From an optimization exercise on the open Yosys and OpenROAD flow, aimed at small area, a short achievable clock period and few clock cycles per item; shortcuts taken in it are not production practice. Function was not checked in any run shown here: the RTL went through the layout flow alone.

`run.sh`:
```
#!/bin/bash
# synth_recipe.tcl (not shown) runs the flow's synth.tcl, then flattens the netlist and writes it again
# the make line also repeats each setting of config.mk as NAME=value (left out here)
make -C /OpenROAD-flow-scripts/flow DESIGN_CONFIG=/design/flow/config.mk WORK_HOME=/design/flow/orfs CLKGATE_MAP_FILE= SYNTH_SCRIPT=/design/flow/synth_recipe.tcl finish
```
`design.v`:
```
module pe_requant #(
    parameter int ACC_W  = 32,
    parameter int MULT_W = 16,
    parameter int CNT_W  = 16
) (
    input  logic              clk,
    input  logic              rst_n,
    input  logic              in_valid,
    output logic              in_ready,
    input  logic [ACC_W-1:0]  in_acc,
    input  logic [ACC_W-1:0]  in_bias,
    input  logic              in_last,
    output logic              out_valid,
    input  logic              out_ready,
    output logic [7:0]        out_data,
    output logic              out_last,
    input  logic              cfg_we,
    input  logic [MULT_W-1:0] cfg_mult,
    input  logic [4:0]        cfg_shift,
    input  logic [7:0]        cfg_zp,
    output logic              busy,
    output logic [CNT_W-1:0]  out_count
);
    localparam int SUM_W = ACC_W + 1;    
    localparam int W     = 50;           
    localparam int NDIG  = 9;            
    logic [NDIG-1:0] bone;
    logic [NDIG-2:0] btwo, bneg;
    logic [4:0]      cfg_shift_q;
    logic [7:0]      cfg_zp_q;
    logic        s1_vld, s2_vld;
    logic        s1_last, s2_last;
    logic [2:0]  fq_vld;                  
    logic [8:0]  fq_dat [3];              
    logic        room_q;                  
    logic        any_q;                   
    logic        in_fire, pop, cfg_apply;
    assign in_ready  = room_q || out_ready;
    assign in_fire   = in_valid && in_ready;
    assign busy      = any_q || in_valid;
    assign cfg_apply = cfg_we && !busy;
    assign out_valid = fq_vld[0];
    assign out_data  = fq_dat[0][7:0];
    assign out_last  = fq_dat[0][8];
    assign pop       = fq_vld[0] && out_ready;
    logic [SUM_W-1:0] s1_sum;
    always_ff @(posedge clk) begin
        s1_sum  <= {in_acc[ACC_W-1], in_acc} + {in_bias[ACC_W-1], in_bias};
        s1_last <= in_last;
    end
    logic [SUM_W:0] pp0, pp1, pp2, pp3, pp4, pp5, pp6, pp7, pp8;
    logic [SUM_W+1:0] se;
    assign se = {s1_sum[SUM_W-1], s1_sum, 1'b0};
    function automatic [SUM_W:0] brow(input [SUM_W+1:0] s, input one, input two, input ng);
        brow = (({(SUM_W+1){one}} & s[SUM_W+1:1]) | ({(SUM_W+1){two}} & s[SUM_W:0]))
             ^ {(SUM_W+1){ng}};
    endfunction
    assign pp0 = brow(se, bone[0], btwo[0], bneg[0]);
    assign pp1 = brow(se, bone[1], btwo[1], bneg[1]);
    assign pp2 = brow(se, bone[2], btwo[2], bneg[2]);
    assign pp3 = brow(se, bone[3], btwo[3], bneg[3]);
    assign pp4 = brow(se, bone[4], btwo[4], bneg[4]);
    assign pp5 = brow(se, bone[5], btwo[5], bneg[5]);
    assign pp6 = brow(se, bone[6], btwo[6], bneg[6]);
    assign pp7 = brow(se, bone[7], btwo[7], bneg[7]);
    assign pp8 = brow(se, bone[8], 1'b0, 1'b0);
    logic [39:0] bsh;
    logic [39:0] adda;
    assign bsh  = 40'({cfg_zp_q, 1'b1}) << cfg_shift_q;
    assign adda = {1'b0, bsh[39:1]} + 40'h5600000000;
    logic t0, t1, t2, t3, t4, t5, t6, t7, t8, t9, t10, t11, t12, t13, t14, t15, t16, t17, t18, t19, t20, t21, t22, t23, t24, t25, t26, t27, t28, t29, t30, t31, t32, t33, t34, t35, t36, t37, t38, t39, t40, t41, t42, t43, t44, t45, t46, t47, t48, t49, t50, t51, t52, t53, t54, t55, t56, t57, t58, t59, t60, t61, t62, t63, t64, t65, t66, t67, t68, t69, t70, t71, t72, t73, t74, t75, t76, t77, t78, t79, t80, t81, t82, t83, t84, t85, t86, t87, t88, t89, t90, t91, t92, t93, t94, t95, t96, t97, t98, t99, t100, t101, t102, t103, t104, t105, t106, t107, t108, t109, t110, t111, t112, t113, t114, t115, t116, t117, t118, t119, t120, t121, t122, t123, t124, t125, t126, t127, t128, t129, t130, t131, t132, t133, t134, t135, t136, t137, t138, t139, t140, t141, t142, t143, t144, t145, t146, t147, t148, t149, t150, t151, t152, t153, t154, t155, t156, t157, t158, t159, t160, t161, t162, t163, t164, t165, t166, t167, t168, t169, t170, t171, t172, t173, t174, t175, t176, t177, t178, t179, t180, t181, t182, t183, t184, t185, t186, t187, t188, t189, t190, t191, t192, t193, t194, t195, t196, t197, t198, t199, t200, t201, t202, t203, t204, t205, t206, t207, t208, t209, t210, t211, t212, t213, t214, t215, t216, t217, t218, t219, t220, t221, t222, t223, t224, t225, t226, t227, t228, t229, t230, t231, t232, t233, t234, t235, t236, t237, t238, t239, t240, t241, t242, t243, t244, t245, t246, t247, t248, t249, t250, t251, t252, t253, t254, t255, t256, t257, t258, t259, t260, t261, t262, t263, t264, t265, t266, t267, t268, t269, t270, t271, t272, t273, t274, t275, t276, t277, t278, t279, t280, t281, t282, t283, t284, t285, t286, t287, t288, t289, t290, t291, t292, t293, t294, t295, t296, t297, t298, t299, t300, t301, t302, t303, t304, t305, t306, t307, t308, t309, t310, t311, t312, t313, t314, t315, t316, t317, t318, t319, t320, t321, t322, t323, t324, t325, t326, t327, t328, t329, t330, t331, t332, t333, t334, t335, t336, t337, t338, t339, t340, t341, t342, t343, t344, t345, t346, t347, t348, t349, t350, t351, t352, t353, t354, t355, t356, t357, t358, t359, t360, t361, t362, t363, t364, t365, t366, t367, t368, t369, t370, t371, t372, t373, t374, t375, t376, t377, t378, t379, t380, t381, t382, t383, t384, t385, t386, t387, t388, t389, t390, t391, t392, t393, t394, t395, t396, t397, t398, t399, t400, t401, t402, t403, t404, t405, t406, t407, t408, t409, t410, t411, t412, t413, t414, t415, t416, t417, t418, t419, t420, t421, t422, t423, t424, t425, t426, t427, t428, t429, t430, t431, t432, t433, t434, t435, t436, t437, t438, t439, t440, t441, t442, t443, t444, t445, t446, t447, t448, t449, t450, t451, t452, t453, t454, t455, t456, t457, t458, t459, t460, t461, t462, t463, t464, t465, t466, t467, t468, t469, t470, t471, t472, t473, t474, t475, t476, t477, t478, t479, t480, t481, t482, t483, t484, t485, t486, t487, t488, t489, t490, t491, t492, t493, t494, t495, t496, t497, t498, t499, t500, t501, t502, t503, t504, t505, t506, t507, t508, t509, t510, t511, t512, t513, t514, t515, t516, t517, t518, t519, t520, t521, t522, t523, t524, t525, t526, t527, t528, t529, t530, t531, t532, t533, t534, t535, t536, t537, t538, t539, t540, t541, t542, t543, t544, t545, t546, t547, t548, t549, t550, t551, t552, t553, t554, t555, t556, t557, t558, t559, t560, t561, t562, t563, t564, t565, t566, t567, t568, t569, t570, t571, t572, t573, t574, t575, t576, t577;
    assign t0 = pp0[10] ^ pp1[8];
    assign t1 = pp0[10] & pp1[8];
    assign t2 = pp0[11] ^ pp1[9];
    assign t3 = pp0[11] & pp1[9];
    assign t4 = pp0[12] ^ pp1[10] ^ pp2[8];
    assign t5 = (pp0[12] & pp1[10]) | (pp0[12] & pp2[8]) | (pp1[10] & pp2[8]);
    assign t6 = pp3[6] ^ pp4[4];
    assign t7 = pp3[6] & pp4[4];
    assign t8 = pp0[13] ^ pp1[11] ^ pp2[9];
    assign t9 = (pp0[13] & pp1[11]) | (pp0[13] & pp2[9]) | (pp1[11] & pp2[9]);
    assign t10 = pp3[7] ^ pp4[5];
    assign t11 = pp3[7] & pp4[5];
    assign t12 = pp0[14] ^ pp1[12] ^ pp2[10];
    assign t13 = (pp0[14] & pp1[12]) | (pp0[14] & pp2[10]) | (pp1[12] & pp2[10]);
    assign t14 = pp3[8] ^ pp4[6] ^ pp5[4];
    assign t15 = (pp3[8] & pp4[6]) | (pp3[8] & pp5[4]) | (pp4[6] & pp5[4]);
    assign t16 = pp6[2] ^ pp7[0];
    assign t17 = pp6[2] & pp7[0];
    assign t18 = pp0[15] ^ pp1[13] ^ pp2[11];
    assign t19 = (pp0[15] & pp1[13]) | (pp0[15] & pp2[11]) | (pp1[13] & pp2[11]);
    assign t20 = pp3[9] ^ pp4[7] ^ pp5[5];
    assign t21 = (pp3[9] & pp4[7]) | (pp3[9] & pp5[5]) | (pp4[7] & pp5[5]);
    assign t22 = pp6[3] ^ pp7[1];
    assign t23 = pp6[3] & pp7[1];
    assign t24 = pp0[16] ^ pp1[14] ^ pp2[12];
    assign t25 = (pp0[16] & pp1[14]) | (pp0[16] & pp2[12]) | (pp1[14] & pp2[12]);
    assign t26 = pp3[10] ^ pp4[8] ^ pp5[6];
    assign t27 = (pp3[10] & pp4[8]) | (pp3[10] & pp5[6]) | (pp4[8] & pp5[6]);
    assign t28 = pp6[4] ^ pp7[2] ^ pp8[0];
    assign t29 = (pp6[4] & pp7[2]) | (pp6[4] & pp8[0]) | (pp7[2] & pp8[0]);
    assign t30 = pp0[17] ^ pp1[15] ^ pp2[13];
    assign t31 = (pp0[17] & pp1[15]) | (pp0[17] & pp2[13]) | (pp1[15] & pp2[13]);
    assign t32 = pp3[11] ^ pp4[9] ^ pp5[7];
    assign t33 = (pp3[11] & pp4[9]) | (pp3[11] & pp5[7]) | (pp4[9] & pp5[7]);
    assign t34 = pp6[5] ^ pp7[3] ^ pp8[1];
    assign t35 = (pp6[5] & pp7[3]) | (pp6[5] & pp8[1]) | (pp7[3] & pp8[1]);
    assign t36 = pp0[18] ^ pp1[16] ^ pp2[14];
    assign t37 = (pp0[18] & pp1[16]) | (pp0[18] & pp2[14]) | (pp1[16] & pp2[14]);
    assign t38 = pp3[12] ^ pp4[10] ^ pp5[8];
    assign t39 = (pp3[12] & pp4[10]) | (pp3[12] & pp5[8]) | (pp4[10] & pp5[8]);
    assign t40 = pp6[6] ^ pp7[4] ^ pp8[2];
    assign t41 = (pp6[6] & pp7[4]) | (pp6[6] & pp8[2]) | (pp7[4] & pp8[2]);
    assign t42 = pp0[19] ^ pp1[17] ^ pp2[15];
    assign t43 = (pp0[19] & pp1[17]) | (pp0[19] & pp2[15]) | (pp1[17] & pp2[15]);
    assign t44 = pp3[13] ^ pp4[11] ^ pp5[9];
    assign t45 = (pp3[13] & pp4[11]) | (pp3[13] & pp5[9]) | (pp4[11] & pp5[9]);
    assign t46 = pp6[7] ^ pp7[5] ^ pp8[3];
    assign t47 = (pp6[7] & pp7[5]) | (pp6[7] & pp8[3]) | (pp7[5] & pp8[3]);
    assign t48 = pp0[20] ^ pp1[18] ^ pp2[16];
    assign t49 = (pp0[20] & pp1[18]) | (pp0[20] & pp2[16]) | (pp1[18] & pp2[16]);
    assign t50 = pp3[14] ^ pp4[12] ^ pp5[10];
    assign t51 = (pp3[14] & pp4[12]) | (pp3[14] & pp5[10]) | (pp4[12] & pp5[10]);
    assign t52 = pp6[8] ^ pp7[6] ^ pp8[4];
    assign t53 = (pp6[8] & pp7[6]) | (pp6[8] & pp8[4]) | (pp7[6] & pp8[4]);
    assign t54 = pp0[21] ^ pp1[19] ^ pp2[17];
    assign t55 = (pp0[21] & pp1[19]) | (pp0[21] & pp2[17]) | (pp1[19] & pp2[17]);
    assign t56 = pp3[15] ^ pp4[13] ^ pp5[11];
    assign t57 = (pp3[15] & pp4[13]) | (pp3[15] & pp5[11]) | (pp4[13] & pp5[11]);
    assign t58 = pp6[9] ^ pp7[7] ^ pp8[5];
    assign t59 = (pp6[9] & pp7[7]) | (pp6[9] & pp8[5]) | (pp7[7] & pp8[5]);
    assign t60 = pp0[22] ^ pp1[20] ^ pp2[18];
    assign t61 = (pp0[22] & pp1[20]) | (pp0[22] & pp2[18]) | (pp1[20] & pp2[18]);
    assign t62 = pp3[16] ^ pp4[14] ^ pp5[12];
    assign t63 = (pp3[16] & pp4[14]) | (pp3[16] & pp5[12]) | (pp4[14] & pp5[12]);
    assign t64 = pp6[10] ^ pp7[8] ^ pp8[6];
    assign t65 = (pp6[10] & pp7[8]) | (pp6[10] & pp8[6]) | (pp7[8] & pp8[6]);
    assign t66 = pp0[23] ^ pp1[21] ^ pp2[19];
    assign t67 = (pp0[23] & pp1[21]) | (pp0[23] & pp2[19]) | (pp1[21] & pp2[19]);
    assign t68 = pp3[17] ^ pp4[15] ^ pp5[13];
    assign t69 = (pp3[17] & pp4[15]) | (pp3[17] & pp5[13]) | (pp4[15] & pp5[13]);
    assign t70 = pp6[11] ^ pp7[9] ^ pp8[7];
    assign t71 = (pp6[11] & pp7[9]) | (pp6[11] & pp8[7]) | (pp7[9] & pp8[7]);
    assign t72 = pp0[24] ^ pp1[22] ^ pp2[20];
    assign t73 = (pp0[24] & pp1[22]) | (pp0[24] & pp2[20]) | (pp1[22] & pp2[20]);
    assign t74 = pp3[18] ^ pp4[16] ^ pp5[14];
    assign t75 = (pp3[18] & pp4[16]) | (pp3[18] & pp5[14]) | (pp4[16] & pp5[14]);
    assign t76 = pp6[12] ^ pp7[10] ^ pp8[8];
    assign t77 = (pp6[12] & pp7[10]) | (pp6[12] & pp8[8]) | (pp7[10] & pp8[8]);
    assign t78 = pp0[25] ^ pp1[23] ^ pp2[21];
    assign t79 = (pp0[25] & pp1[23]) | (pp0[25] & pp2[21]) | (pp1[23] & pp2[21]);
    assign t80 = pp3[19] ^ pp4[17] ^ pp5[15];
    assign t81 = (pp3[19] & pp4[17]) | (pp3[19] & pp5[15]) | (pp4[17] & pp5[15]);
    assign t82 = pp6[13] ^ pp7[11] ^ pp8[9];
    assign t83 = (pp6[13] & pp7[11]) | (pp6[13] & pp8[9]) | (pp7[11] & pp8[9]);
    assign t84 = pp0[26] ^ pp1[24] ^ pp2[22];
    assign t85 = (pp0[26] & pp1[24]) | (pp0[26] & pp2[22]) | (pp1[24] & pp2[22]);
    assign t86 = pp3[20] ^ pp4[18] ^ pp5[16];
    assign t87 = (pp3[20] & pp4[18]) | (pp3[20] & pp5[16]) | (pp4[18] & pp5[16]);
    assign t88 = pp6[14] ^ pp7[12] ^ pp8[10];
    assign t89 = (pp6[14] & pp7[12]) | (pp6[14] & pp8[10]) | (pp7[12] & pp8[10]);
    assign t90 = pp0[27] ^ pp1[25] ^ pp2[23];
    assign t91 = (pp0[27] & pp1[25]) | (pp0[27] & pp2[23]) | (pp1[25] & pp2[23]);
    assign t92 = pp3[21] ^ pp4[19] ^ pp5[17];
    assign t93 = (pp3[21] & pp4[19]) | (pp3[21] & pp5[17]) | (pp4[19] & pp5[17]);
    assign t94 = pp6[15] ^ pp7[13] ^ pp8[11];
    assign t95 = (pp6[15] & pp7[13]) | (pp6[15] & pp8[11]) | (pp7[13] & pp8[11]);
    assign t96 = pp0[28] ^ pp1[26] ^ pp2[24];
    assign t97 = (pp0[28] & pp1[26]) | (pp0[28] & pp2[24]) | (pp1[26] & pp2[24]);
    assign t98 = pp3[22] ^ pp4[20] ^ pp5[18];
    assign t99 = (pp3[22] & pp4[20]) | (pp3[22] & pp5[18]) | (pp4[20] & pp5[18]);
    assign t100 = pp6[16] ^ pp7[14] ^ pp8[12];
    assign t101 = (pp6[16] & pp7[14]) | (pp6[16] & pp8[12]) | (pp7[14] & pp8[12]);
    assign t102 = pp0[29] ^ pp1[27] ^ pp2[25];
    assign t103 = (pp0[29] & pp1[27]) | (pp0[29] & pp2[25]) | (pp1[27] & pp2[25]);
    assign t104 = pp3[23] ^ pp4[21] ^ pp5[19];
    assign t105 = (pp3[23] & pp4[21]) | (pp3[23] & pp5[19]) | (pp4[21] & pp5[19]);
    assign t106 = pp6[17] ^ pp7[15] ^ pp8[13];
    assign t107 = (pp6[17] & pp7[15]) | (pp6[17] & pp8[13]) | (pp7[15] & pp8[13]);
    assign t108 = pp0[30] ^ pp1[28] ^ pp2[26];
    assign t109 = (pp0[30] & pp1[28]) | (pp0[30] & pp2[26]) | (pp1[28] & pp2[26]);
    assign t110 = pp3[24] ^ pp4[22] ^ pp5[20];
    assign t111 = (pp3[24] & pp4[22]) | (pp3[24] & pp5[20]) | (pp4[22] & pp5[20]);
    assign t112 = pp6[18] ^ pp7[16] ^ pp8[14];
    assign t113 = (pp6[18] & pp7[16]) | (pp6[18] & pp8[14]) | (pp7[16] & pp8[14]);
    assign t114 = pp0[31] ^ pp1[29] ^ pp2[27];
    assign t115 = (pp0[31] & pp1[29]) | (pp0[31] & pp2[27]) | (pp1[29] & pp2[27]);
    assign t116 = pp3[25] ^ pp4[23] ^ pp5[21];
    assign t117 = (pp3[25] & pp4[23]) | (pp3[25] & pp5[21]) | (pp4[23] & pp5[21]);
    assign t118 = pp6[19] ^ pp7[17] ^ pp8[15];
    assign t119 = (pp6[19] & pp7[17]) | (pp6[19] & pp8[15]) | (pp7[17] & pp8[15]);
    assign t120 = pp0[32] ^ pp1[30] ^ pp2[28];
    assign t121 = (pp0[32] & pp1[30]) | (pp0[32] & pp2[28]) | (pp1[30] & pp2[28]);
    assign t122 = pp3[26] ^ pp4[24] ^ pp5[22];
    assign t123 = (pp3[26] & pp4[24]) | (pp3[26] & pp5[22]) | (pp4[24] & pp5[22]);
    assign t124 = pp6[20] ^ pp7[18] ^ pp8[16];
    assign t125 = (pp6[20] & pp7[18]) | (pp6[20] & pp8[16]) | (pp7[18] & pp8[16]);
    assign t126 = ~pp0[33] ^ pp1[31] ^ pp2[29];
    assign t127 = (~pp0[33] & pp1[31]) | (~pp0[33] & pp2[29]) | (pp1[31] & pp2[29]);
    assign t128 = pp3[27] ^ pp4[25] ^ pp5[23];
    assign t129 = (pp3[27] & pp4[25]) | (pp3[27] & pp5[23]) | (pp4[25] & pp5[23]);
    assign t130 = pp6[21] ^ pp7[19] ^ pp8[17];
    assign t131 = (pp6[21] & pp7[19]) | (pp6[21] & pp8[17]) | (pp7[19] & pp8[17]);
    assign t132 = pp1[32] ^ pp2[30] ^ pp3[28];
    assign t133 = (pp1[32] & pp2[30]) | (pp1[32] & pp3[28]) | (pp2[30] & pp3[28]);
    assign t134 = pp4[26] ^ pp5[24] ^ pp6[22];
    assign t135 = (pp4[26] & pp5[24]) | (pp4[26] & pp6[22]) | (pp5[24] & pp6[22]);
    assign t136 = pp7[20] ^ pp8[18];
    assign t137 = pp7[20] & pp8[18];
    assign t138 = ~pp1[33] ^ pp2[31] ^ pp3[29];
    assign t139 = (~pp1[33] & pp2[31]) | (~pp1[33] & pp3[29]) | (pp2[31] & pp3[29]);
    assign t140 = pp4[27] ^ pp5[25] ^ pp6[23];
    assign t141 = (pp4[27] & pp5[25]) | (pp4[27] & pp6[23]) | (pp5[25] & pp6[23]);
    assign t142 = pp7[21] ^ pp8[19];
    assign t143 = pp7[21] & pp8[19];
    assign t144 = pp2[32] ^ pp3[30] ^ pp4[28];
    assign t145 = (pp2[32] & pp3[30]) | (pp2[32] & pp4[28]) | (pp3[30] & pp4[28]);
    assign t146 = pp5[26] ^ pp6[24] ^ pp7[22];
    assign t147 = (pp5[26] & pp6[24]) | (pp5[26] & pp7[22]) | (pp6[24] & pp7[22]);
    assign t148 = ~pp2[33] ^ pp3[31] ^ pp4[29];
    assign t149 = (~pp2[33] & pp3[31]) | (~pp2[33] & pp4[29]) | (pp3[31] & pp4[29]);
    assign t150 = pp5[27] ^ pp6[25];
    assign t151 = pp5[27] & pp6[25];
    assign t152 = pp3[32] ^ pp4[30] ^ pp5[28];
    assign t153 = (pp3[32] & pp4[30]) | (pp3[32] & pp5[28]) | (pp4[30] & pp5[28]);
    assign t154 = ~pp3[33] ^ pp4[31];
    assign t155 = ~pp3[33] & pp4[31];
    assign t156 = pp4[32] ^ pp5[30];
    assign t157 = pp4[32] & pp5[30];
    assign t158 = pp0[6] ^ pp1[4];
    assign t159 = pp0[6] & pp1[4];
    assign t160 = pp0[7] ^ pp1[5];
    assign t161 = pp0[7] & pp1[5];
    assign t162 = pp0[8] ^ pp1[6] ^ pp2[4];
    assign t163 = (pp0[8] & pp1[6]) | (pp0[8] & pp2[4]) | (pp1[6] & pp2[4]);
    assign t164 = pp3[2] ^ pp4[0];
    assign t165 = pp3[2] & pp4[0];
    assign t166 = pp0[9] ^ pp1[7] ^ pp2[5];
    assign t167 = (pp0[9] & pp1[7]) | (pp0[9] & pp2[5]) | (pp1[7] & pp2[5]);
    assign t168 = pp3[3] ^ pp4[1];
    assign t169 = pp3[3] & pp4[1];
    assign t170 = t0 ^ pp2[6] ^ pp3[4];
    assign t171 = (t0 & pp2[6]) | (t0 & pp3[4]) | (pp2[6] & pp3[4]);
    assign t172 = pp4[2] ^ pp5[0] ^ bneg[5];
    assign t173 = (pp4[2] & pp5[0]) | (pp4[2] & bneg[5]) | (pp5[0] & bneg[5]);
    assign t174 = t2 ^ pp2[7] ^ pp3[5];
    assign t175 = (t2 & pp2[7]) | (t2 & pp3[5]) | (pp2[7] & pp3[5]);
    assign t176 = pp4[3] ^ pp5[1] ^ t1;
    assign t177 = (pp4[3] & pp5[1]) | (pp4[3] & t1) | (pp5[1] & t1);
    assign t178 = t4 ^ t6 ^ pp5[2];
    assign t179 = (t4 & t6) | (t4 & pp5[2]) | (t6 & pp5[2]);
    assign t180 = pp6[0] ^ bneg[6] ^ t3;
    assign t181 = (pp6[0] & bneg[6]) | (pp6[0] & t3) | (bneg[6] & t3);
    assign t182 = t8 ^ t10 ^ pp5[3];
    assign t183 = (t8 & t10) | (t8 & pp5[3]) | (t10 & pp5[3]);
    assign t184 = pp6[1] ^ t5 ^ t7;
    assign t185 = (pp6[1] & t5) | (pp6[1] & t7) | (t5 & t7);
    assign t186 = t12 ^ t14 ^ t16;
    assign t187 = (t12 & t14) | (t12 & t16) | (t14 & t16);
    assign t188 = bneg[7] ^ t9 ^ t11;
    assign t189 = (bneg[7] & t9) | (bneg[7] & t11) | (t9 & t11);
    assign t190 = t18 ^ t20 ^ t22;
    assign t191 = (t18 & t20) | (t18 & t22) | (t20 & t22);
    assign t192 = t13 ^ t15 ^ t17;
    assign t193 = (t13 & t15) | (t13 & t17) | (t15 & t17);
    assign t194 = t24 ^ t26 ^ t28;
    assign t195 = (t24 & t26) | (t24 & t28) | (t26 & t28);
    assign t196 = t19 ^ t21 ^ t23;
    assign t197 = (t19 & t21) | (t19 & t23) | (t21 & t23);
    assign t198 = t30 ^ t32 ^ t34;
    assign t199 = (t30 & t32) | (t30 & t34) | (t32 & t34);
    assign t200 = t25 ^ t27 ^ t29;
    assign t201 = (t25 & t27) | (t25 & t29) | (t27 & t29);
    assign t202 = t36 ^ t38 ^ t40;
    assign t203 = (t36 & t38) | (t36 & t40) | (t38 & t40);
    assign t204 = t31 ^ t33 ^ t35;
    assign t205 = (t31 & t33) | (t31 & t35) | (t33 & t35);
    assign t206 = t42 ^ t44 ^ t46;
    assign t207 = (t42 & t44) | (t42 & t46) | (t44 & t46);
    assign t208 = t37 ^ t39 ^ t41;
    assign t209 = (t37 & t39) | (t37 & t41) | (t39 & t41);
    assign t210 = t48 ^ t50 ^ t52;
    assign t211 = (t48 & t50) | (t48 & t52) | (t50 & t52);
    assign t212 = t43 ^ t45 ^ t47;
    assign t213 = (t43 & t45) | (t43 & t47) | (t45 & t47);
    assign t214 = t54 ^ t56 ^ t58;
    assign t215 = (t54 & t56) | (t54 & t58) | (t56 & t58);
    assign t216 = t49 ^ t51 ^ t53;
    assign t217 = (t49 & t51) | (t49 & t53) | (t51 & t53);
    assign t218 = t60 ^ t62 ^ t64;
    assign t219 = (t60 & t62) | (t60 & t64) | (t62 & t64);
    assign t220 = t55 ^ t57 ^ t59;
    assign t221 = (t55 & t57) | (t55 & t59) | (t57 & t59);
    assign t222 = t66 ^ t68 ^ t70;
    assign t223 = (t66 & t68) | (t66 & t70) | (t68 & t70);
    assign t224 = t61 ^ t63 ^ t65;
    assign t225 = (t61 & t63) | (t61 & t65) | (t63 & t65);
    assign t226 = t72 ^ t74 ^ t76;
    assign t227 = (t72 & t74) | (t72 & t76) | (t74 & t76);
    assign t228 = t67 ^ t69 ^ t71;
    assign t229 = (t67 & t69) | (t67 & t71) | (t69 & t71);
    assign t230 = t78 ^ t80 ^ t82;
    assign t231 = (t78 & t80) | (t78 & t82) | (t80 & t82);
    assign t232 = t73 ^ t75 ^ t77;
    assign t233 = (t73 & t75) | (t73 & t77) | (t75 & t77);
    assign t234 = t84 ^ t86 ^ t88;
    assign t235 = (t84 & t86) | (t84 & t88) | (t86 & t88);
    assign t236 = t79 ^ t81 ^ t83;
    assign t237 = (t79 & t81) | (t79 & t83) | (t81 & t83);
    assign t238 = t90 ^ t92 ^ t94;
    assign t239 = (t90 & t92) | (t90 & t94) | (t92 & t94);
    assign t240 = t85 ^ t87 ^ t89;
    assign t241 = (t85 & t87) | (t85 & t89) | (t87 & t89);
    assign t242 = t96 ^ t98 ^ t100;
    assign t243 = (t96 & t98) | (t96 & t100) | (t98 & t100);
    assign t244 = t91 ^ t93 ^ t95;
    assign t245 = (t91 & t93) | (t91 & t95) | (t93 & t95);
    assign t246 = t102 ^ t104 ^ t106;
    assign t247 = (t102 & t104) | (t102 & t106) | (t104 & t106);
    assign t248 = t97 ^ t99 ^ t101;
    assign t249 = (t97 & t99) | (t97 & t101) | (t99 & t101);
    assign t250 = t108 ^ t110 ^ t112;
    assign t251 = (t108 & t110) | (t108 & t112) | (t110 & t112);
    assign t252 = t103 ^ t105 ^ t107;
    assign t253 = (t103 & t105) | (t103 & t107) | (t105 & t107);
    assign t254 = t114 ^ t116 ^ t118;
    assign t255 = (t114 & t116) | (t114 & t118) | (t116 & t118);
    assign t256 = t109 ^ t111 ^ t113;
    assign t257 = (t109 & t111) | (t109 & t113) | (t111 & t113);
    assign t258 = t120 ^ t122 ^ t124;
    assign t259 = (t120 & t122) | (t120 & t124) | (t122 & t124);
    assign t260 = t115 ^ t117 ^ t119;
    assign t261 = (t115 & t117) | (t115 & t119) | (t117 & t119);
    assign t262 = t126 ^ t128 ^ t130;
    assign t263 = (t126 & t128) | (t126 & t130) | (t128 & t130);
    assign t264 = t121 ^ t123 ^ t125;
    assign t265 = (t121 & t123) | (t121 & t125) | (t123 & t125);
    assign t266 = t132 ^ t134 ^ t136;
    assign t267 = (t132 & t134) | (t132 & t136) | (t134 & t136);
    assign t268 = t127 ^ t129 ^ t131;
    assign t269 = (t127 & t129) | (t127 & t131) | (t129 & t131);
    assign t270 = t138 ^ t140 ^ t142;
    assign t271 = (t138 & t140) | (t138 & t142) | (t140 & t142);
    assign t272 = t133 ^ t135 ^ t137;
    assign t273 = (t133 & t135) | (t133 & t137) | (t135 & t137);
    assign t274 = t144 ^ t146 ^ pp8[20];
    assign t275 = (t144 & t146) | (t144 & pp8[20]) | (t146 & pp8[20]);
    assign t276 = t139 ^ t141 ^ t143;
    assign t277 = (t139 & t141) | (t139 & t143) | (t141 & t143);
    assign t278 = t148 ^ t150 ^ pp7[23];
    assign t279 = (t148 & t150) | (t148 & pp7[23]) | (t150 & pp7[23]);
    assign t280 = pp8[21] ^ t145 ^ t147;
    assign t281 = (pp8[21] & t145) | (pp8[21] & t147) | (t145 & t147);
    assign t282 = t152 ^ pp6[26] ^ pp7[24];
    assign t283 = (t152 & pp6[26]) | (t152 & pp7[24]) | (pp6[26] & pp7[24]);
    assign t284 = pp8[22] ^ t149 ^ t151;
    assign t285 = (pp8[22] & t149) | (pp8[22] & t151) | (t149 & t151);
    assign t286 = t154 ^ pp5[29] ^ pp6[27];
    assign t287 = (t154 & pp5[29]) | (t154 & pp6[27]) | (pp5[29] & pp6[27]);
    assign t288 = pp7[25] ^ pp8[23] ^ t153;
    assign t289 = (pp7[25] & pp8[23]) | (pp7[25] & t153) | (pp8[23] & t153);
    assign t290 = t156 ^ pp6[28] ^ pp7[26];
    assign t291 = (t156 & pp6[28]) | (t156 & pp7[26]) | (pp6[28] & pp7[26]);
    assign t292 = pp8[24] ^ 1'b1 ^ t155;
    assign t293 = (pp8[24] & 1'b1) | (pp8[24] & t155) | (1'b1 & t155);
    assign t294 = ~pp4[33] ^ pp5[31] ^ pp6[29];
    assign t295 = (~pp4[33] & pp5[31]) | (~pp4[33] & pp6[29]) | (pp5[31] & pp6[29]);
    assign t296 = pp7[27] ^ pp8[25] ^ t157;
    assign t297 = (pp7[27] & pp8[25]) | (pp7[27] & t157) | (pp8[25] & t157);
    assign t298 = pp5[32] ^ pp6[30] ^ pp7[28];
    assign t299 = (pp5[32] & pp6[30]) | (pp5[32] & pp7[28]) | (pp6[30] & pp7[28]);
    assign t300 = pp8[26] ^ 1'b1;
    assign t301 = pp8[26] & 1'b1;
    assign t302 = ~pp5[33] ^ pp6[31] ^ pp7[29];
    assign t303 = (~pp5[33] & pp6[31]) | (~pp5[33] & pp7[29]) | (pp6[31] & pp7[29]);
    assign t304 = pp6[32] ^ pp7[30];
    assign t305 = pp6[32] & pp7[30];
    assign t306 = pp0[4] ^ pp1[2];
    assign t307 = pp0[4] & pp1[2];
    assign t308 = pp0[5] ^ pp1[3];
    assign t309 = pp0[5] & pp1[3];
    assign t310 = t158 ^ pp2[2] ^ pp3[0];
    assign t311 = (t158 & pp2[2]) | (t158 & pp3[0]) | (pp2[2] & pp3[0]);
    assign t312 = t160 ^ pp2[3] ^ pp3[1];
    assign t313 = (t160 & pp2[3]) | (t160 & pp3[1]) | (pp2[3] & pp3[1]);
    assign t314 = t162 ^ t164 ^ bneg[4];
    assign t315 = (t162 & t164) | (t162 & bneg[4]) | (t164 & bneg[4]);
    assign t316 = t166 ^ t168 ^ t163;
    assign t317 = (t166 & t168) | (t166 & t163) | (t168 & t163);
    assign t318 = t170 ^ t172 ^ t167;
    assign t319 = (t170 & t172) | (t170 & t167) | (t172 & t167);
    assign t320 = t174 ^ t176 ^ t171;
    assign t321 = (t174 & t176) | (t174 & t171) | (t176 & t171);
    assign t322 = t178 ^ t180 ^ t175;
    assign t323 = (t178 & t180) | (t178 & t175) | (t180 & t175);
    assign t324 = t182 ^ t184 ^ t179;
    assign t325 = (t182 & t184) | (t182 & t179) | (t184 & t179);
    assign t326 = t186 ^ t188 ^ t183;
    assign t327 = (t186 & t188) | (t186 & t183) | (t188 & t183);
    assign t328 = t190 ^ t192 ^ t187;
    assign t329 = (t190 & t192) | (t190 & t187) | (t192 & t187);
    assign t330 = t194 ^ t196 ^ t191;
    assign t331 = (t194 & t196) | (t194 & t191) | (t196 & t191);
    assign t332 = t198 ^ t200 ^ t195;
    assign t333 = (t198 & t200) | (t198 & t195) | (t200 & t195);
    assign t334 = t202 ^ t204 ^ t199;
    assign t335 = (t202 & t204) | (t202 & t199) | (t204 & t199);
    assign t336 = t206 ^ t208 ^ t203;
    assign t337 = (t206 & t208) | (t206 & t203) | (t208 & t203);
    assign t338 = t210 ^ t212 ^ t207;
    assign t339 = (t210 & t212) | (t210 & t207) | (t212 & t207);
    assign t340 = t214 ^ t216 ^ t211;
    assign t341 = (t214 & t216) | (t214 & t211) | (t216 & t211);
    assign t342 = t218 ^ t220 ^ t215;
    assign t343 = (t218 & t220) | (t218 & t215) | (t220 & t215);
    assign t344 = t222 ^ t224 ^ t219;
    assign t345 = (t222 & t224) | (t222 & t219) | (t224 & t219);
    assign t346 = t226 ^ t228 ^ t223;
    assign t347 = (t226 & t228) | (t226 & t223) | (t228 & t223);
    assign t348 = t230 ^ t232 ^ t227;
    assign t349 = (t230 & t232) | (t230 & t227) | (t232 & t227);
    assign t350 = t234 ^ t236 ^ t231;
    assign t351 = (t234 & t236) | (t234 & t231) | (t236 & t231);
    assign t352 = t238 ^ t240 ^ t235;
    assign t353 = (t238 & t240) | (t238 & t235) | (t240 & t235);
    assign t354 = t242 ^ t244 ^ t239;
    assign t355 = (t242 & t244) | (t242 & t239) | (t244 & t239);
    assign t356 = t246 ^ t248 ^ t243;
    assign t357 = (t246 & t248) | (t246 & t243) | (t248 & t243);
    assign t358 = t250 ^ t252 ^ t247;
    assign t359 = (t250 & t252) | (t250 & t247) | (t252 & t247);
    assign t360 = t254 ^ t256 ^ t251;
    assign t361 = (t254 & t256) | (t254 & t251) | (t256 & t251);
    assign t362 = t258 ^ t260 ^ t255;
    assign t363 = (t258 & t260) | (t258 & t255) | (t260 & t255);
    assign t364 = t262 ^ t264 ^ t259;
    assign t365 = (t262 & t264) | (t262 & t259) | (t264 & t259);
    assign t366 = t266 ^ t268 ^ t263;
    assign t367 = (t266 & t268) | (t266 & t263) | (t268 & t263);
    assign t368 = t270 ^ t272 ^ t267;
    assign t369 = (t270 & t272) | (t270 & t267) | (t272 & t267);
    assign t370 = t274 ^ t276 ^ t271;
    assign t371 = (t274 & t276) | (t274 & t271) | (t276 & t271);
    assign t372 = t278 ^ t280 ^ t275;
    assign t373 = (t278 & t280) | (t278 & t275) | (t280 & t275);
    assign t374 = t282 ^ t284 ^ t279;
    assign t375 = (t282 & t284) | (t282 & t279) | (t284 & t279);
    assign t376 = t286 ^ t288 ^ t283;
    assign t377 = (t286 & t288) | (t286 & t283) | (t288 & t283);
    assign t378 = t290 ^ t292;
    assign t379 = t290 & t292;
    assign t380 = t294 ^ t296;
    assign t381 = t294 & t296;
    assign t382 = t298 ^ t300;
    assign t383 = t298 & t300;
    assign t384 = t302 ^ pp8[27];
    assign t385 = t302 & pp8[27];
    assign t386 = t304 ^ pp8[28];
    assign t387 = t304 & pp8[28];
    assign t388 = ~pp6[33] ^ pp7[31];
    assign t389 = ~pp6[33] & pp7[31];
    assign t390 = pp0[2] ^ pp1[0];
    assign t391 = pp0[2] & pp1[0];
    assign t392 = pp0[3] ^ pp1[1];
    assign t393 = pp0[3] & pp1[1];
    assign t394 = t306 ^ pp2[0] ^ bneg[2];
    assign t395 = (t306 & pp2[0]) | (t306 & bneg[2]) | (pp2[0] & bneg[2]);
    assign t396 = t308 ^ pp2[1] ^ adda[5];
    assign t397 = (t308 & pp2[1]) | (t308 & adda[5]) | (pp2[1] & adda[5]);
    assign t398 = t310 ^ bneg[3] ^ adda[6];
    assign t399 = (t310 & bneg[3]) | (t310 & adda[6]) | (bneg[3] & adda[6]);
    assign t400 = t312 ^ t159 ^ adda[7];
    assign t401 = (t312 & t159) | (t312 & adda[7]) | (t159 & adda[7]);
    assign t402 = t314 ^ t161 ^ adda[8];
    assign t403 = (t314 & t161) | (t314 & adda[8]) | (t161 & adda[8]);
    assign t404 = t316 ^ t165 ^ adda[9];
    assign t405 = (t316 & t165) | (t316 & adda[9]) | (t165 & adda[9]);
    assign t406 = t318 ^ t169 ^ adda[10];
    assign t407 = (t318 & t169) | (t318 & adda[10]) | (t169 & adda[10]);
    assign t408 = t320 ^ t173 ^ adda[11];
    assign t409 = (t320 & t173) | (t320 & adda[11]) | (t173 & adda[11]);
    assign t410 = t322 ^ t177 ^ adda[12];
    assign t411 = (t322 & t177) | (t322 & adda[12]) | (t177 & adda[12]);
    assign t412 = t324 ^ t181 ^ adda[13];
    assign t413 = (t324 & t181) | (t324 & adda[13]) | (t181 & adda[13]);
    assign t414 = t326 ^ t185 ^ adda[14];
    assign t415 = (t326 & t185) | (t326 & adda[14]) | (t185 & adda[14]);
    assign t416 = t328 ^ t189 ^ adda[15];
    assign t417 = (t328 & t189) | (t328 & adda[15]) | (t189 & adda[15]);
    assign t418 = t330 ^ t193 ^ adda[16];
    assign t419 = (t330 & t193) | (t330 & adda[16]) | (t193 & adda[16]);
    assign t420 = t332 ^ t197 ^ adda[17];
    assign t421 = (t332 & t197) | (t332 & adda[17]) | (t197 & adda[17]);
    assign t422 = t334 ^ t201 ^ adda[18];
    assign t423 = (t334 & t201) | (t334 & adda[18]) | (t201 & adda[18]);
    assign t424 = t336 ^ t205 ^ adda[19];
    assign t425 = (t336 & t205) | (t336 & adda[19]) | (t205 & adda[19]);
    assign t426 = t338 ^ t209 ^ adda[20];
    assign t427 = (t338 & t209) | (t338 & adda[20]) | (t209 & adda[20]);
    assign t428 = t340 ^ t213 ^ adda[21];
    assign t429 = (t340 & t213) | (t340 & adda[21]) | (t213 & adda[21]);
    assign t430 = t342 ^ t217 ^ adda[22];
    assign t431 = (t342 & t217) | (t342 & adda[22]) | (t217 & adda[22]);
    assign t432 = t344 ^ t221 ^ adda[23];
    assign t433 = (t344 & t221) | (t344 & adda[23]) | (t221 & adda[23]);
    assign t434 = t346 ^ t225 ^ adda[24];
    assign t435 = (t346 & t225) | (t346 & adda[24]) | (t225 & adda[24]);
    assign t436 = t348 ^ t229 ^ adda[25];
    assign t437 = (t348 & t229) | (t348 & adda[25]) | (t229 & adda[25]);
    assign t438 = t350 ^ t233 ^ adda[26];
    assign t439 = (t350 & t233) | (t350 & adda[26]) | (t233 & adda[26]);
    assign t440 = t352 ^ t237 ^ adda[27];
    assign t441 = (t352 & t237) | (t352 & adda[27]) | (t237 & adda[27]);
    assign t442 = t354 ^ t241 ^ adda[28];
    assign t443 = (t354 & t241) | (t354 & adda[28]) | (t241 & adda[28]);
    assign t444 = t356 ^ t245 ^ adda[29];
    assign t445 = (t356 & t245) | (t356 & adda[29]) | (t245 & adda[29]);
    assign t446 = t358 ^ t249 ^ adda[30];
    assign t447 = (t358 & t249) | (t358 & adda[30]) | (t249 & adda[30]);
    assign t448 = t360 ^ t253 ^ adda[31];
    assign t449 = (t360 & t253) | (t360 & adda[31]) | (t253 & adda[31]);
    assign t450 = t362 ^ t257 ^ adda[32];
    assign t451 = (t362 & t257) | (t362 & adda[32]) | (t257 & adda[32]);
    assign t452 = t364 ^ t261 ^ adda[33];
    assign t453 = (t364 & t261) | (t364 & adda[33]) | (t261 & adda[33]);
    assign t454 = t366 ^ t265 ^ adda[34];
    assign t455 = (t366 & t265) | (t366 & adda[34]) | (t265 & adda[34]);
    assign t456 = t368 ^ t269 ^ adda[35];
    assign t457 = (t368 & t269) | (t368 & adda[35]) | (t269 & adda[35]);
    assign t458 = t370 ^ t273 ^ adda[36];
    assign t459 = (t370 & t273) | (t370 & adda[36]) | (t273 & adda[36]);
    assign t460 = t372 ^ t277 ^ adda[37];
    assign t461 = (t372 & t277) | (t372 & adda[37]) | (t277 & adda[37]);
    assign t462 = t374 ^ t281 ^ adda[38];
    assign t463 = (t374 & t281) | (t374 & adda[38]) | (t281 & adda[38]);
    assign t464 = t376 ^ t285 ^ adda[39];
    assign t465 = (t376 & t285) | (t376 & adda[39]) | (t285 & adda[39]);
    assign t466 = t378 ^ t287 ^ t289;
    assign t467 = (t378 & t287) | (t378 & t289) | (t287 & t289);
    assign t468 = t380 ^ t291 ^ t293;
    assign t469 = (t380 & t291) | (t380 & t293) | (t291 & t293);
    assign t470 = t382 ^ t295 ^ t297;
    assign t471 = (t382 & t295) | (t382 & t297) | (t295 & t297);
    assign t472 = t384 ^ t299 ^ t301;
    assign t473 = (t384 & t299) | (t384 & t301) | (t299 & t301);
    assign t474 = t386 ^ 1'b1 ^ t303;
    assign t475 = (t386 & 1'b1) | (t386 & t303) | (1'b1 & t303);
    assign t476 = t388 ^ pp8[29] ^ t305;
    assign t477 = (t388 & pp8[29]) | (t388 & t305) | (pp8[29] & t305);
    assign t478 = pp7[32] ^ pp8[30] ^ 1'b1;
    assign t479 = (pp7[32] & pp8[30]) | (pp7[32] & 1'b1) | (pp8[30] & 1'b1);
    assign t480 = pp0[0] ^ bneg[0];
    assign t481 = pp0[0] & bneg[0];
    assign t482 = pp0[1] ^ adda[1];
    assign t483 = pp0[1] & adda[1];
    assign t484 = t390 ^ bneg[1] ^ adda[2];
    assign t485 = (t390 & bneg[1]) | (t390 & adda[2]) | (bneg[1] & adda[2]);
    assign t486 = t392 ^ adda[3] ^ t391;
    assign t487 = (t392 & adda[3]) | (t392 & t391) | (adda[3] & t391);
    assign t488 = t394 ^ adda[4] ^ t393;
    assign t489 = (t394 & adda[4]) | (t394 & t393) | (adda[4] & t393);
    assign t490 = t396 ^ t307 ^ t395;
    assign t491 = (t396 & t307) | (t396 & t395) | (t307 & t395);
    assign t492 = t398 ^ t309 ^ t397;
    assign t493 = (t398 & t309) | (t398 & t397) | (t309 & t397);
    assign t494 = t400 ^ t311 ^ t399;
    assign t495 = (t400 & t311) | (t400 & t399) | (t311 & t399);
    assign t496 = t402 ^ t313 ^ t401;
    assign t497 = (t402 & t313) | (t402 & t401) | (t313 & t401);
    assign t498 = t404 ^ t315 ^ t403;
    assign t499 = (t404 & t315) | (t404 & t403) | (t315 & t403);
    assign t500 = t406 ^ t317 ^ t405;
    assign t501 = (t406 & t317) | (t406 & t405) | (t317 & t405);
    assign t502 = t408 ^ t319 ^ t407;
    assign t503 = (t408 & t319) | (t408 & t407) | (t319 & t407);
    assign t504 = t410 ^ t321 ^ t409;
    assign t505 = (t410 & t321) | (t410 & t409) | (t321 & t409);
    assign t506 = t412 ^ t323 ^ t411;
    assign t507 = (t412 & t323) | (t412 & t411) | (t323 & t411);
    assign t508 = t414 ^ t325 ^ t413;
    assign t509 = (t414 & t325) | (t414 & t413) | (t325 & t413);
    assign t510 = t416 ^ t327 ^ t415;
    assign t511 = (t416 & t327) | (t416 & t415) | (t327 & t415);
    assign t512 = t418 ^ t329 ^ t417;
    assign t513 = (t418 & t329) | (t418 & t417) | (t329 & t417);
    assign t514 = t420 ^ t331 ^ t419;
    assign t515 = (t420 & t331) | (t420 & t419) | (t331 & t419);
    assign t516 = t422 ^ t333 ^ t421;
    assign t517 = (t422 & t333) | (t422 & t421) | (t333 & t421);
    assign t518 = t424 ^ t335 ^ t423;
    assign t519 = (t424 & t335) | (t424 & t423) | (t335 & t423);
    assign t520 = t426 ^ t337 ^ t425;
    assign t521 = (t426 & t337) | (t426 & t425) | (t337 & t425);
    assign t522 = t428 ^ t339 ^ t427;
    assign t523 = (t428 & t339) | (t428 & t427) | (t339 & t427);
    assign t524 = t430 ^ t341 ^ t429;
    assign t525 = (t430 & t341) | (t430 & t429) | (t341 & t429);
    assign t526 = t432 ^ t343 ^ t431;
    assign t527 = (t432 & t343) | (t432 & t431) | (t343 & t431);
    assign t528 = t434 ^ t345 ^ t433;
    assign t529 = (t434 & t345) | (t434 & t433) | (t345 & t433);
    assign t530 = t436 ^ t347 ^ t435;
    assign t531 = (t436 & t347) | (t436 & t435) | (t347 & t435);
    assign t532 = t438 ^ t349 ^ t437;
    assign t533 = (t438 & t349) | (t438 & t437) | (t349 & t437);
    assign t534 = t440 ^ t351 ^ t439;
    assign t535 = (t440 & t351) | (t440 & t439) | (t351 & t439);
    assign t536 = t442 ^ t353 ^ t441;
    assign t537 = (t442 & t353) | (t442 & t441) | (t353 & t441);
    assign t538 = t444 ^ t355 ^ t443;
    assign t539 = (t444 & t355) | (t444 & t443) | (t355 & t443);
    assign t540 = t446 ^ t357 ^ t445;
    assign t541 = (t446 & t357) | (t446 & t445) | (t357 & t445);
    assign t542 = t448 ^ t359 ^ t447;
    assign t543 = (t448 & t359) | (t448 & t447) | (t359 & t447);
    assign t544 = t450 ^ t361 ^ t449;
    assign t545 = (t450 & t361) | (t450 & t449) | (t361 & t449);
    assign t546 = t452 ^ t363 ^ t451;
    assign t547 = (t452 & t363) | (t452 & t451) | (t363 & t451);
    assign t548 = t454 ^ t365 ^ t453;
    assign t549 = (t454 & t365) | (t454 & t453) | (t365 & t453);
    assign t550 = t456 ^ t367 ^ t455;
    assign t551 = (t456 & t367) | (t456 & t455) | (t367 & t455);
    assign t552 = t458 ^ t369 ^ t457;
    assign t553 = (t458 & t369) | (t458 & t457) | (t369 & t457);
    assign t554 = t460 ^ t371 ^ t459;
    assign t555 = (t460 & t371) | (t460 & t459) | (t371 & t459);
    assign t556 = t462 ^ t373 ^ t461;
    assign t557 = (t462 & t373) | (t462 & t461) | (t373 & t461);
    assign t558 = t464 ^ t375 ^ t463;
    assign t559 = (t464 & t375) | (t464 & t463) | (t375 & t463);
    assign t560 = t466 ^ t377 ^ t465;
    assign t561 = (t466 & t377) | (t466 & t465) | (t377 & t465);
    assign t562 = t468 ^ t379 ^ t467;
    assign t563 = (t468 & t379) | (t468 & t467) | (t379 & t467);
    assign t564 = t470 ^ t381 ^ t469;
    assign t565 = (t470 & t381) | (t470 & t469) | (t381 & t469);
    assign t566 = t472 ^ t383 ^ t471;
    assign t567 = (t472 & t383) | (t472 & t471) | (t383 & t471);
    assign t568 = t474 ^ t385 ^ t473;
    assign t569 = (t474 & t385) | (t474 & t473) | (t385 & t473);
    assign t570 = t476 ^ t387 ^ t475;
    assign t571 = (t476 & t387) | (t476 & t475) | (t387 & t475);
    assign t572 = t478 ^ t389 ^ t477;
    assign t573 = (t478 & t389) | (t478 & t477) | (t389 & t477);
    assign t574 = ~pp7[33] ^ pp8[31] ^ t479;
    assign t575 = (~pp7[33] & pp8[31]) | (~pp7[33] & t479) | (pp8[31] & t479);
    assign t576 = pp8[32] ^ 1'b1;
    assign t577 = pp8[32] & 1'b1;
    logic [W-1:0] cs_x, cs_y;
    assign cs_x = {~pp8[33], t576, t574, t572, t570, t568, t566, t564, t562, t560, t558, t556, t554, t552, t550, t548, t546, t544, t542, t540, t538, t536, t534, t532, t530, t528, t526, t524, t522, t520, t518, t516, t514, t512, t510, t508, t506, t504, t502, t500, t498, t496, t494, t492, t490, t488, t486, t484, t482, t480};
    assign cs_y = {t577, t575, t573, t571, t569, t567, t565, t563, t561, t559, t557, t555, t553, t551, t549, t547, t545, t543, t541, t539, t537, t535, t533, t531, t529, t527, t525, t523, t521, t519, t517, t515, t513, t511, t509, t507, t505, t503, t501, t499, t497, t495, t493, t491, t489, t487, t485, t483, t481, adda[0]};
    logic [W-1:0] s2_x, s2_y;
    always_ff @(posedge clk) begin
        s2_x    <= cs_x;
        s2_y    <= cs_y;
        s2_last <= s1_last;
    end
    logic [W-1:0] p;
    logic [40:0]  hmask;
    logic [7:0]   win, res;
    logic         hi;
    always_comb begin
        p     = s2_x + s2_y;
        win   = 8'(p[38:0] >> cfg_shift_q);
        hmask = {41{1'b1}} << cfg_shift_q;
        hi    = |(p[48:8] & hmask);
        if (p[W-1])  res = 8'd0;
        else if (hi) res = 8'd255;
        else         res = win;
    end
    logic [2:0] vld_sh;
    logic [8:0] dat_sh [3];
    logic [8:0] res_w;
    assign res_w = {s2_last, res};
    always_comb begin
        if (pop) begin
            vld_sh    = {1'b0, fq_vld[2:1]};
            dat_sh[0] = fq_dat[1];
            dat_sh[1] = fq_dat[2];
            dat_sh[2] = fq_dat[2];
        end else begin
            vld_sh    = fq_vld;
            dat_sh[0] = fq_dat[0];
            dat_sh[1] = fq_dat[1];
            dat_sh[2] = fq_dat[2];
        end
    end
    always_ff @(posedge clk) begin
        for (int k = 0; k < 3; k++) begin
            if (s2_vld && !vld_sh[k] && (k == 0 || vld_sh[k-1])) fq_dat[k] <= res_w;
            else                                                  fq_dat[k] <= dat_sh[k];
        end
    end
    logic [2:0] vld_nxt;
    logic       v1_nxt, v2_nxt;
    always_comb begin
        vld_nxt = s2_vld ? {vld_sh[1:0], 1'b1} : vld_sh;
        v1_nxt  = in_fire;
        v2_nxt  = s1_vld;
    end
    always_ff @(posedge clk or negedge rst_n) begin
        if (!rst_n) begin
            s1_vld <= 1'b0;
            s2_vld <= 1'b0;
            fq_vld <= 3'b000;
            room_q <= 1'b1;
            any_q  <= 1'b0;
        end else begin
            s1_vld <= v1_nxt;
            s2_vld <= v2_nxt;
            fq_vld <= vld_nxt;
            room_q <= (32'(vld_nxt[0]) + 32'(vld_nxt[1]) + 32'(vld_nxt[2]) + 32'(v1_nxt) + 32'(v2_nxt)) < 3;
            any_q  <= vld_nxt[0] || v1_nxt || v2_nxt;
        end
    end
    logic [17:0] mx;
    logic [NDIG-1:0] bone_n;
    logic [NDIG-2:0] btwo_n, bneg_n;
    assign mx = {2'b00, cfg_mult};
    always_comb begin
        for (int j = 0; j < NDIG; j++) begin
            logic m2, m1, m0;
            m2 = mx[2*j+1];
            m1 = mx[2*j];
            m0 = (j == 0) ? 1'b0 : mx[2*j-1];
            bone_n[j] = m1 ^ m0;
            if (j < NDIG - 1) begin
                btwo_n[j] = (m2 & ~m1 & ~m0) | (~m2 & m1 & m0);
                bneg_n[j] = m2 & ~(m1 & m0);
            end
        end
    end
    always_ff @(posedge clk or negedge rst_n) begin
        if (!rst_n) begin
            bone        <= NDIG'(1);         
            btwo        <= '0;
            bneg        <= '0;
            cfg_shift_q <= 5'd0;
            cfg_zp_q    <= 8'd0;
        end else if (cfg_apply) begin
            bone        <= bone_n;
            btwo        <= btwo_n;
            bneg        <= bneg_n;
            cfg_shift_q <= cfg_shift;
            cfg_zp_q    <= cfg_zp;
        end
    end
    always_ff @(posedge clk or negedge rst_n) begin
        if (!rst_n) begin
            out_count <= '0;
        end else if (cfg_apply) begin
            out_count <= '0;
        end else if (pop) begin
            out_count <= out_count + CNT_W'(1);
        end
    end
endmodule
```
`constraint.sdc`:
```
create_clock -name core_clock -period 9.0 [get_ports {clk}]
set_input_delay 1.8000 -clock core_clock [delete_from_list [all_inputs] [get_ports {clk}]]
set_output_delay 1.8000 -clock core_clock [all_outputs]
set_load 0.01 [all_outputs]
```
`config.mk`:
```
export PLATFORM = sky130hd
export DESIGN_NAME = pe_requant
export DESIGN_NICKNAME = pe_requant
export VERILOG_FILES = /design/flow/design.v
export SDC_FILE = /design/flow/constraint.sdc
export NUM_CORES = 4
export LEC_CHECK = 0
export ABC_CLOCK_PERIOD_IN_PS = 4000
export CAP_MARGIN = 20
export CORE_MARGIN = 2
export CORE_UTILIZATION = 55
export SETUP_SLACK_MARGIN = 5.0
export SLEW_MARGIN = 20
```
==> run_results.csv, run 1 <==
group,metric,value,unit
run_status,status,"no timing/DRC/antenna violations",
cells_and_area,seqCellArea,0.00511,mm^2
yosys,synth-edff-count,27,
cells_and_area,syn2layout_area_growth,16.7,%
cells_and_area,fin_nets,3495,
yosys,ys.flop_type,"dfxtp_1",
yosys,post_synth_inst_count,2992,
global_routing,grt_max_degree,62,
critical_path,cp.required,9.31,ns
cells_and_area,layout_commonest_cell,"inv_1",
critical_path,startpoint_type,"flop",
place,place_hpwl,61500,um
yosys,syn-cell-area,0.0262,mm^2
global_routing,grt_pass1_wl,133000,um
sta,setup_ws,4.70,ns
place,pre_cts_ws,4.08,ns
clocking,clockRootBuffer,"clkbuf_16",
clocking,cts_tree,"done",
cells_and_area,final_util,64.5,%
sta,rsz0062_at_grt,"true",
critical_path,cp_top_family,"compound AO/OA/AOI/OAI gates",
cells_and_area,drive_above_1_share,15.1,%
clocking,numCtsBuffers,25,
route,dr.pass1.iters,6,
global_routing,grt_antenna_before_repair,0,
route,drc,0,
yosys,synth_nets,3470,
clocking,h-tree-depth,1,
cells_and_area,n_fill_cell,3965,
critical_path,arrival,4.61,ns
critical_path,reg2reg_depth,16,
global_routing,grt_pass1_vias,23000,
yosys,synth_seq_area_share,19.1,%
cells_and_area,layout_common_cells,"inv_1 (293), nand2_1 (250), fa_1 (250)",
hold_path,worstHoldPathCells,0,
clocking,insertion_delay,0.56,ns
critical_path,crit_path_end_kind,"flop",
critical_path,cp_num_cells,16,
cells_and_area,diodes,0,
sta,finalSetupTns,0,ns
yosys,post_synth.cell_area_avg,8.77,um^2
sta,setup_viol,0,
floorplanning,fp.dieW,222,um
sta,worst_pin_slew,0.917,ns
cells_and_area,fin_area,0.0306,mm^2
yosys,postSynthRegisterBits,222,
place,gp_congestion,0.957,
floorplanning,core-area,0.0474,mm^2
cells_and_area,multiInputGateArea,0.0201,mm^2
critical_path,criticalPathCategory,"flop to flop",
cells_and_area,final_cell_count_no_fill,3651,
flow_run,drv_cap,0,
sta,finalClockSkew,0.0172,ns
route,via_count,23300,
sta,max_freq,233,MHz
clocking,cts_buffer_depth,3,
clocking,clk_pin_slew,0.06,ns
critical_path,crit_chain,"ha_4 > fa_2 > a21o_1 > a221o_1 > a31oi_4 > buf_6 > a21o_1 > buf_6 > a21o_4 > xnor2_4 > nor4_4 > nand4b_1 > a221oi_2 > nand4_4 > o31a_1 > mux2_2",
hold_path,hold_path.class,"flop to flop",
critical_path,path_max_fanout,8,
critical_path,slowest_stage,"a221oi_2",
floorplanning,die-area,0.0494,mm^2
sta,relSlewSlack,38.7,%
sta,fin_crit_sh,47.8,%
sta,drv_slew,0,
global_routing,grt_overflow,0,
clocking,clkSinkCount,222,
floorplanning,start_util,55.3,%
yosys,yosys_warnings,4,
yosys,yosysUniqueCellTypes,100,
critical_path,cp.buffers_inverters,2,
route,via_per_inst,6.37,
floorplanning,die_y,222,um
critical_path,slowest_delay,0.40,ns
floorplanning,pin_count,127,
place,dp_cells,3513,
route,wl_per_cell,24.2,um
yosys,async_flop_share,27.5,%
route,wl,88400,um
route,drtAntennaViolNets,0,
place,port-buffer-count,126,
sta,period_minus_slack,4.30,ns
floorplanning,num_rows,80,
place,place_area,0.0276,mm^2
route,dr.first_iter.drc_count,2453,
global_routing,grt_usage,34.4,%
sta,hold_violations,0,
cell usage after synthesis, types with 17 or more instances:
cell	instances	area share (%)
inv_1	294	4.2
a22oi_1	257	7.4
fa_1	257	20
nand2_1	253	3.6
xnor2_1	230	7.7
clkbuf_1	203	2.9
nor2_1	152	2.2
dfxtp_1	134	10
ha_1	122	5.8
xor2_1	114	3.8
a21oi_1	110	2.1
o21ai_0	102	1.9
dfrtp_1	59	5.6
nand3_1	59	1.1
and2_1	39	0.93
a211oi_1	33	0.94
a21o_1	33	0.94
mux2i_1	29	1.1
buf_1	28	0.40
edfxtp_1	27	3.1
nor3_1	23	0.44
a31oi_1	22	0.52
mux2_2	22	0.94
nand3b_1	21	0.60
buf_2	19	0.36
nand2b_1	19	0.45
o31ai_1	19	0.54
and3_1	17	0.41
nand4_1	17	0.41
layout make-up:
type                            count  share of cell area, %
Inverter                          298                   3.67
Multi-Input combinational cell   2220                   65.6
Clock inverter                     14                  0.392
Sequential cell                   222                   16.7
Clock buffer                       32                   2.44
Tap cell                          615                   2.51
Timing Repair Buffer              250                   8.69
sequential cells by signal, summed over array words and instances (netlist names):
signal and cells:
s2_vld 1, fq_vld 3, cfg_shift_q 5, s2_y 50, cfg_zp_q 8, bneg 8, btwo 8, s1_last 1
s2_x 49, s2_last 1, room_q 1, s1_vld 1, out_count 16, any_q 1, s1_sum 33, bone 9
fq_dat 27
worst register-to-register path, cell delays in order (launching register included):
cell and delay (ns):
dfxtp_2 0.33, ha_4 0.17, fa_2 0.39, a21o_1 0.21, a221o_1 0.37, a31oi_4 0.26, buf_6 0.15, a21o_1 0.17
buf_6 0.12, a21o_4 0.16, xnor2_4 0.09, nor4_4 0.18, nand4b_1 0.16, a221oi_2 0.40, nand4_4 0.28, o31a_1 0.35
mux2_2 0.26
metrics by stage:
step | hold WS [ns]
global placement | 0.312
finish | 0.330
CTS | 0.332
floorplan | 0.310
detailed placement | 0.318
global route | 0.344
metal layers:
layer	GRT usage [%]	share of wire [%]	vias to the layer above	wire length [um]
met4	14.9	5.5	0	4870
met3	6.92	9.6	285	8460
met5	0	0	-	0
li1	-	-	10300	-
met1	44.3	39	11300	34900
met2	56.4	46	1308	40200
cells by family (layout without fill, tap and decap cells):
logic type | Yosys count | after routing | synth area share [%]
AND/OR/NAND/NOR | 680 | 680 | 12.6
AO/OA/AOI/OAI | 754 | 754 | 20.3
XOR/XNOR | 344 | 344 | 11.5
adder cells (fa/ha/maj) | 379 | 379 | 25.4
flip-flops | 222 | 222 | 19.1
multiplexers | 63 | 63 | 3.08
buffers and inverters | 550 | 594 | 8.01
what timing repair did:
action	in CTS	in global routing
resized for setup	171	173
hold buffers	0	0
cloned	0	4
pin swaps	52	111
buffers inserted	33	55
endpoints found under the setup margin	98	79
worst paths after layout:
check	startpoint	endpoint	slack [ns]
setup / recovery	s2_y[0]$_SDFF_PP0_	fq_dat[0][2]$_DFFE_PP_	4.70
hold / removal	s1_last$_DFF_P_	s2_last$_DFF_P_	0.33
setup reg to reg	s2_y[0]$_SDFF_PP0_	fq_dat[0][2]$_DFFE_PP_	4.70
hold reg to reg	s1_last$_DFF_P_	s2_last$_DFF_P_	0.33
max in group asynchronous	rst_n	cfg_shift_q[2]$_DFFE_PN0P_	6.93
min in group asynchronous	rst_n	out_count[10]$_DFFE_PN0P_	1.41
==> run 2: changes to the inputs <==
--- a/config.mk
+++ b/config.mk
@@ -6,8 +6,8 @@
 export NUM_CORES = 4
 export LEC_CHECK = 0
-export ABC_CLOCK_PERIOD_IN_PS = 4000
+export ABC_CLOCK_PERIOD_IN_PS = 4400
 export CAP_MARGIN = 20
 export CORE_MARGIN = 2
-export CORE_UTILIZATION = 55
+export CORE_UTILIZATION = 65
 export SETUP_SLACK_MARGIN = 5.0
 export SLEW_MARGIN = 20
==> run 2 against run 1 <==
  * Count of clock-buffer cells in the layout fell by 1
  * Global-route usage rose by 5.1 points
  * Still clean
  * Largest cell class unchanged
  * Clock skew rose by 0.0069 ns
  * Design area fell by 1.6%
  * Critical path type unchanged
  * Critical endpoint unchanged
  * Synthesized area did not move
  * Setup slack got worse by 0.073 ns
  * Die area fell by 15%
==> run_results.csv, run 2 <==
group,metric,value,unit
sta,setup_viol,0,
sta,finalClockSkew,0.0241,ns
cells_and_area,largest_register_ffs,50,
yosys,synth.top_cells.by_area,"fa_1 (20%), dfxtp_1 (10%), xnor2_1 (7.7%), a22oi_1 (7.4%), ha_1 (5.8%)",
critical_path,cp.buffers_inverters,1,
cells_and_area,seqCellArea,0.00509,mm^2
yosys,synth_top_family_by_area,"adder cells",
global_routing,grt_max_degree,62,
yosys,synthMuxAreaShare,3.08,%
place,place_hpwl,58900,um
sta,hold_slack,0.348,ns
yosys,synth_top_area_share,19.6,%
cells_and_area,layout_common_cells,"inv_1 (290), nand2_1 (250), fa_1 (248)",
yosys,synth_nets,3470,
global_routing,grt_usage,39.5,%
sta,max_freq,229,MHz
critical_path,cp_num_cells,14,
yosys,post_synth_inst_count,2992,
yosys,synth_common_cells,"inv_1 (294), a22oi_1 (257), fa_1 (257)",
yosys,yosysUniqueCellTypes,100,
yosys,synth-edff-count,27,
critical_path,startpoint_type,"flop",
clocking,clk_pin_slew,0.06,ns
sta,rsz0062_at_grt,"true",
critical_path,criticalPathCategory,"flop to flop",
cells_and_area,drive_above_1_share,13.6,%
floorplanning,start_util,65.9,%
yosys,postSynthRegisterBits,222,
critical_path,cp_top_family,"compound AO/OA/AOI/OAI gates",
critical_path,slowest_stage,"a2111oi_4",
clocking,numCtsBuffers,25,
yosys,ys.flop_type,"dfxtp_1",
cells_and_area,multiInputGateArea,0.0199,mm^2
critical_path,arrival,4.69,ns
yosys,synth-simple-area-share,12.6,%
critical_path,cp_common_cell,"nand4b_1",
sta,worst_pin_slew,0.894,ns
sta,hold_violations,0,
cells_and_area,fin_nets,3478,
yosys,synth_top_area_cell,"fa_1",
clocking,clockRootBuffer,"clkbuf_16",
floorplanning,die_y,205,um
route,drtAntennaViolNets,0,
global_routing,grt_overflow,0,
clocking,insertion_delay,0.57,ns
yosys,async_flop_share,27.5,%
floorplanning,core-area,0.0398,mm^2
yosys,synth_xor_area_share,11.5,%
route,wl,86200,um
critical_path,reg2reg_depth,14,
cells_and_area,top_register,"s2_y",
yosys,synth_compound_area_share,20.3,%
yosys,synth_most_common_cell,"inv_1",
cells_and_area,reg_top3,"s2_y (50), s2_x (49), s1_sum (33)",
clocking,cts_tree,"done",
global_routing,grt_antenna_before_repair,0,
clocking,h-tree-depth,1,
yosys,synth_fa_ha_area_share,25.4,%
hold_path,hold_path.class,"flop to flop",
floorplanning,die-area,0.0420,mm^2
yosys,syn-cell-area,0.0262,mm^2
global_routing,grt_pass1_wl,130000,um
critical_path,crit_chain,"ha_1 > a211oi_2 > o211ai_1 > a21oi_2 > buf_4 > xor2_2 > o22ai_1 > nand4b_1 > a2111oi_4 > nand4b_1 > a221oi_2 > nand4_4 > o31a_1 > mux2_4",
sta,finalSetupTns,0,ns
route,dr.pass1.iters,9,
flow_run,drv_cap,0,
global_routing,grt_pass1_vias,23900,
sta,fin_crit_sh,48.6,%
critical_path,crit_path_end_kind,"flop",
route,via_per_inst,6.76,
cells_and_area,final_util,75.6,%
yosys,yosys_warnings,4,
route,wl_per_cell,24.3,um
place,port-buffer-count,126,
hold_path,worstHoldPathCells,0,
cells_and_area,syn2layout_area_growth,14.9,%
place,gp_congestion,1.01,
critical_path,path_max_fanout,8,
clocking,cts_buffer_depth,3,
floorplanning,num_rows,73,
route,via_count,24000,
route,drc,0,
critical_path,cp.required,9.31,ns
cells_and_area,diodes,0,
clocking,clkSinkCount,222,
floorplanning,fp.dieW,205,um
yosys,post_synth.cell_area_avg,8.77,um^2
run_status,status,"no timing/DRC/antenna violations",
cells_and_area,layout_commonest_cell,"inv_1",
sta,drv_slew,0,
sta,relSlewSlack,40.2,%
cells_and_area,n_fill_cell,2727,
critical_path,slowest_delay,0.41,ns
route,dr.first_iter.drc_count,3250,
sta,period_minus_slack,4.37,ns
floorplanning,pin_count,127,
yosys,synth_seq_area_share,19.1,%
==> run 2: cell counts after synthesis <==
No cell type changed its count.
==> run 2: through the flow <==
step	cell area (um^2)	worst slack, ns	instances
after floorplan	26300	4.95	2992
after global placement	27500	4.11	3425
after detailed placement	27500	4.08	3425
after CTS	29200	4.79	3507
after global routing	30100	4.57	3544
final	30100	4.63	3544
==> run 2: worst paths after layout <==
kind / startpoint / end / slack, ns
worst max-delay path: s2_x[1]$_DFF_P_ / fq_dat[0][2]$_DFFE_PP_ / 4.63
worst min-delay path: s1_last$_DFF_P_ / s2_last$_DFF_P_ / 0.35
worst max register to register: s2_x[1]$_DFF_P_ / fq_dat[0][2]$_DFFE_PP_ / 4.63
worst min register to register: s1_last$_DFF_P_ / s2_last$_DFF_P_ / 0.35
max in group asynchronous: rst_n / cfg_shift_q[3]$_DFFE_PN0P_ / 6.94
min in group asynchronous: rst_n / out_count[4]$_DFFE_PN0P_ / 1.41
==> run 2: cell families after synthesis <==
logic type,after synthesis
compound gates,754
xor+xnor,344
fa+ha+maj,379
buf+inv,550
flops,222
mux,63
simple gates,680
==> run 2: per-layer routing <==
layer / up-vias / global-route usage, % / part of all wire, %
met5: - / 0 / 0
met4: 0 / 19.4 / 6.2
met3: 452 / 9.23 / 12
met2: 1747 / 63.6 / 45
met1: 11500 / 50.1 / 37
li1: 10300 / - / -
==> run 2: what timing repair did <==
action | in CTS | in global routing
setup endpoints to repair | 95 | 85
buffers inserted | 36 | 33
gates resized for setup | 174 | 154
pin swaps | 57 | 106
gates cloned | 0 | 4
hold buffers | 0 | 0
==> run 2: cell type report <==
class | instances | share of cell area (%)
multi-input cells | 2220 | 66.2
flip-flops and latches | 222 | 16.9
repair buffers | 233 | 8.20
inverters | 298 | 3.73
clock buffers | 31 | 2.22
well taps | 525 | 2.18
clock inverters | 15 | 0.590

-- static timing again, ports no longer ideal --
The results above use ideal ports. As a check the final layouts listed here were re-extracted and re-timed, cells and wires unchanged.
Step 1 sets driving cells, clkbuf_16 on the clock port and buf_2 on the other inputs (assumed; they add their load-dependent delay and slew).
Step 2 adds t to the input delays and takes it off the output delays; t is the mean of the earliest and latest rising clock arrival at the registers after step 1. Input paths then give back, and output paths get back, about the clock's delay inside the block.
a / b / c = ideal ports / drivers / drivers and shift; a / b = the first two.
run	t, ns	slack for setup (ns)	clock arrival spread, ns
run 1	0.615	4.699 / 4.699 / 4.472	0.020 / 0.021
run 2	0.618	4.626 / 4.626 / 4.527	0.024 / 0.024
After both steps every run listed still meets setup and hold. The setup slack of run 1, which loses most, moves by 0.000 ns with the drivers and by -0.227 ns with both steps.
